What follows belongs to an exercise in optimizing a design on an open flow for small area, a short achievable clock period and few clock cycles per item; a production flow would make more cautious choices.
Where RTL was checked, it was by simulation tests only, not by an equivalence proof against the original.

==> flow/design.v (excerpt) <==
module tea_cipher_engine #(
  parameter int          ROUNDS      = 32,
  parameter int          HPC         = 1,      
  parameter bit          READY_COMB  = 1'b1,   
  parameter logic [31:0] DELTA       = 32'h9E3779B9
) (
  input  logic         clk,
  input  logic         reset,
  input  logic         in_valid,
  output logic         in_ready,
  input  logic         in_mode,
  input  logic [63:0]  in_data,
  input  logic [127:0] in_key,
  output logic         out_valid,
  input  logic         out_ready,
  output logic [63:0]  out_data,
  output logic         out_mode,
  output logic         busy
);
make LEC_CHECK=0 CAP_MARGIN=20 CORE_MARGIN=2 CORE_UTILIZATION=40 SETUP_SLACK_MARGIN=5 SLEW_MARGIN=20 finish   # period 12.0 ns
run.sh (not shown) runs the stock make flow with config.mk's settings and CLKGATE_MAP_FILE= SYNTH_SCRIPT=/design/flow/synth_recipe.tcl, a recipe that flattens the netlist after the stock synthesis.
Then changed:
--- a/flow/config.mk
+++ b/flow/config.mk
@@ -10,3 +10,2 @@
 export CORE_UTILIZATION = 40
-export SETUP_SLACK_MARGIN = 5
 export SLEW_MARGIN = 20
After rerunning: The new run completed without violations; sequential share of layout area went up by 1.6 points; routed wire length went down by about 2.7%; synthesized area does not change.
Then changed:
==> flow/flow/run.sh (new file) <==
#!/bin/bash
# Standard ORFS layout with two changes: no full/half-adder cell extraction before ABC
# (ABC then sees and times the whole datapath), and timing repair aimed at a tighter
# setup margin than the 12 ns clock needs. Each step's full log is under orfs/logs/.
set -euo pipefail
MARGIN=${MARGIN:-7}
bash standard.sh ADDER_MAP_FILE= SETUP_SLACK_MARGIN=$MARGIN finish > make_finish.log 2>&1
==> flow/standard.sh (new file) <==
#!/bin/bash
# synth_recipe.tcl (not shown) runs the flow's synth.tcl, then flattens the netlist and writes it again
# the make line also repeats each setting of config.mk as NAME=value (left out here)
make -C /OpenROAD-flow-scripts/flow DESIGN_CONFIG=/design/flow/config.mk WORK_HOME=/design/flow/orfs CLKGATE_MAP_FILE= SYNTH_SCRIPT=/design/flow/synth_recipe.tcl "${@:-finish}"
removed: flow/run.sh
- setup slack is better by 1.8 ns
- fmax goes up by 25%
- sequential share of layout area falls by 4.7 points
Function was not checked in any run of this note: the RTL went through the layout flow alone.


tea_cipher_engine, a different RTL version from the one above (not shown whole).
Size in the first run: ~2400 cells after synthesis, roughly 0.016 mm² of cells after synthesis.
==> flow/config.mk <==
export PLATFORM = sky130hd
export DESIGN_NAME = tea_cipher_engine
export DESIGN_NICKNAME = tea_cipher_engine
export VERILOG_FILES = /design/flow/design.v
export SDC_FILE = /design/flow/constraint.sdc
export NUM_CORES = 4
export LEC_CHECK = 0
export CAP_MARGIN = 20
export CORE_MARGIN = 2
export CORE_UTILIZATION = 40
export SLEW_MARGIN = 20
==> flow/constraint.sdc <==
create_clock -name core_clock -period 12.0 [get_ports {clk}]
set_input_delay 2.4000 -clock core_clock [delete_from_list [all_inputs] [get_ports {clk}]]
set_output_delay 2.4000 -clock core_clock [all_outputs]
set_load 0.01 [all_outputs]
standard.sh (not shown) runs the stock make flow with config.mk's settings and CLKGATE_MAP_FILE= SYNTH_SCRIPT=/design/flow/synth_recipe.tcl, a recipe that flattens the netlist after the stock synthesis.
==> flow/flow/run.sh <==
#!/bin/bash
# Standard ORFS layout with three changes:
# - synthesis is synth_recipe.tcl with ABC run on flow/map.abc (delay-targeted mapping),
# - no full/half-adder cell extraction before ABC, so ABC sees the whole datapath,
# - timing repair aims at a setup margin of 8 ns, well past what the 12 ns clock needs.
# The make output goes to make_finish.log; each step's full log is under orfs/logs/.
set -euo pipefail
W=$(pwd)
export MY_ABC_SCRIPT=$W/flow/map.abc
export MY_ABC_D=3000
bash standard.sh SYNTH_SCRIPT=$W/flow/synth.tcl ADDER_MAP_FILE= SETUP_SLACK_MARGIN=8 finish > $W/make_finish.log 2>&1
==> flow/flow/map.abc <==
strash
dch
map -D 3000
topo
buffer -c
upsize -c
dnsize -c
==> flow/flow/synth.tcl <==
proc synth {args} { yosys synth -nofsm -noshare {*}$args }
# ABC with yosys's own delay-driven script (no -script) and the delay target MY_ABC_D ps.
proc abc {args} {
  set out {}
  set skip 0
  foreach a $args {
    if {$skip} { set skip 0; continue }
    if {$a eq "-script" || $a eq "-D"} { set skip 1; continue }
    lappend out $a
  }
  if {[info exists ::env(MY_ABC_SCRIPT)] && $::env(MY_ABC_SCRIPT) ne ""} { lappend out -script $::env(MY_ABC_SCRIPT) }
  lappend out -D $::env(MY_ABC_D)
  puts "abc override: $out"
  yosys abc {*}$out
}
source $::env(SCRIPTS_DIR)/synth.tcl
# left out here: clear keep_hierarchy, flatten, clean up, hide names made inside functions, write 1_2_yosys.v
The starting point produced a clean layout.
Testbench counts at the start, summed over its fixed seeds: cycles 85,105, items 1,280.
Then changed:
==> flow/flow/run.sh (replaced) <==
#!/bin/bash
# Standard ORFS layout with these changes:
# - synthesis is synth_recipe.tcl with ABC run on flow/map.abc (delay-targeted mapping),
# - no full/half-adder cell extraction before ABC, so ABC sees the whole datapath,
# - ports are buffered with the smallest buffer, buf_1,
# - timing repair aims at a setup margin of 7 ns, well past what the 12 ns clock needs.
# The make output goes to make_finish.log; each step's full log is under orfs/logs/.
set -euo pipefail
W=$(pwd)
export MY_ABC_SCRIPT=$W/flow/map.abc
export MY_ABC_D=2500
bash standard.sh SYNTH_SCRIPT=$W/flow/synth.tcl ADDER_MAP_FILE= SETUP_SLACK_MARGIN=7 \
  "BUFFER_PORTS_ARGS=-buffer_cell sky130_fd_sc_hd__buf_1" finish > $W/make_finish.log 2>&1
==> flow/flow/map.abc (replaced) <==
strash
dch
map -D 2500
topo
buffer -c
upsize -c
dnsize -c
--- a/flow/config.mk
+++ b/flow/config.mk
@@ -8,4 +8,4 @@
 export CAP_MARGIN = 20
 export CORE_MARGIN = 2
-export CORE_UTILIZATION = 40
+export CORE_UTILIZATION = 55
 export SLEW_MARGIN = 20
=> The changed run completed with no timing, DRC or antenna violations. Worst setup slack is worse by 0.17 ns. Global-route usage increases by 4.2 points. Count of clock-buffer cells in the layout decreases by 1. Routed wire length decreases by 10%. Die area decreases by 22%. Critical path depth decreases by 6. Area after synthesis increases by 6.5%. Via count increases by 4.5%. Hold slack hardly moves.
Then changed:
--- a/flow/flow/run.sh
+++ b/flow/flow/run.sh
@@ -9,5 +9,5 @@
 W=$(pwd)
 export MY_ABC_SCRIPT=$W/flow/map.abc
-export MY_ABC_D=2500
+export MY_ABC_D=4000
 bash standard.sh SYNTH_SCRIPT=$W/flow/synth.tcl ADDER_MAP_FILE= SETUP_SLACK_MARGIN=7 \
   "BUFFER_PORTS_ARGS=-buffer_cell sky130_fd_sc_hd__buf_1" finish > $W/make_finish.log 2>&1
==> flow/flow/map.abc (replaced) <==
strash
dch
map -D 4000
topo
buffer -c
upsize -c
dnsize -c
Result:
- The changed run completed without violations
- routed wire length went down by about 11%
- non-clock buffer count went up by 34
- design area went down by 3.3%
- utilization went up by 2.3 points
- synthesized area went down by about 8%
- fmax went down by about 7%
- cell count went down by about 3.6%
- global-route usage went down by 1.3 points
Then changed:
--- a/flow/flow/run.sh
+++ b/flow/flow/run.sh
@@ -9,5 +9,5 @@
 W=$(pwd)
 export MY_ABC_SCRIPT=$W/flow/map.abc
-export MY_ABC_D=4000
+export MY_ABC_D=3000
 bash standard.sh SYNTH_SCRIPT=$W/flow/synth.tcl ADDER_MAP_FILE= SETUP_SLACK_MARGIN=7 \
   "BUFFER_PORTS_ARGS=-buffer_cell sky130_fd_sc_hd__buf_1" finish > $W/make_finish.log 2>&1
==> flow/flow/map.abc (replaced) <==
strash
dch
map -D 3000
topo
buffer -c
upsize -c
dnsize -c
--- a/flow/config.mk
+++ b/flow/config.mk
@@ -8,4 +8,4 @@
 export CAP_MARGIN = 20
 export CORE_MARGIN = 2
-export CORE_UTILIZATION = 55
+export CORE_UTILIZATION = 62
 export SLEW_MARGIN = 20
Result:
- hold slack hardly moves
- synthesized cell count decreases slightly
- setup slack gets better by 0.36 ns
- utilization increases by 6.9 points
- sequential share of layout area increases by 0.57 points
Then changed:
==> flow/flow/run.sh (replaced) <==
#!/bin/bash
# Standard ORFS layout with these changes:
# - synthesis is synth_recipe.tcl with ABC run on flow/map.abc (delay-targeted mapping),
# - no full/half-adder cell extraction before ABC, so ABC sees the whole datapath,
# - ports are buffered with the smallest buffer, buf_1,
# - timing repair aims at a setup margin of 6 ns, well past what the 12 ns clock needs.
# The make output goes to make_finish.log; each step's full log is under orfs/logs/.
set -euo pipefail
W=$(pwd)
export MY_ABC_SCRIPT=$W/flow/map.abc
export MY_ABC_D=3000
bash standard.sh SYNTH_SCRIPT=$W/flow/synth.tcl ADDER_MAP_FILE= SETUP_SLACK_MARGIN=6 \
  "BUFFER_PORTS_ARGS=-buffer_cell sky130_fd_sc_hd__buf_1" finish > $W/make_finish.log 2>&1
--- a/flow/config.mk
+++ b/flow/config.mk
@@ -8,4 +8,4 @@
 export CAP_MARGIN = 20
 export CORE_MARGIN = 2
-export CORE_UTILIZATION = 62
+export CORE_UTILIZATION = 40
 export SLEW_MARGIN = 20
- sequential cell count does not change
- setup slack loses 0.48 ns
- routed wire length grows by 11%
- fmax drops by 9.3%
- via count is lower by 3.1%
- final cell count rises by 6.4%
- area after synthesis stays the same

## afterwards: timing with drivers on the ports
Ports are ideal in the flow. The routed layouts listed here were re-timed in OpenROAD.
Step 1, drivers: a clkbuf_16 drives clk and a buf_2 each remaining input, both assumed.
Step 2, shift: input delay + t, output delay - t, t = (earliest + latest rising clock arrival at the registers) / 2. This alone moves slack from input paths to output paths.
a / b / c = ideal ports / drivers / drivers and shift; a / b = the first two.
run	t, ns	slack for setup (ns)	worst data-port slew with drivers (ns)	cell pins on the clock port's net
the first run of note 1	0.601	4.860 / 4.860 / 4.860	0.05	1
the second run of note 1	0.599	3.190 / 3.190 / 3.190	0.06	1
the third run of note 1	0.593	4.976 / 4.976 / 4.976	0.09	1
the first run of note 2	0.626	7.463 / 7.463 / 7.463	0.08	1
the second run of note 2	0.602	7.290 / 7.290 / 7.290	0.05	1
the third run of note 2	0.597	6.922 / 6.922 / 6.922	0.05	1
the fourth run of note 2	0.594	7.285 / 7.285 / 7.285	0.05	1
the fifth run of note 2	0.625	6.804 / 6.804 / 6.804	0.07	1
After both steps setup and hold are still met in every run listed.
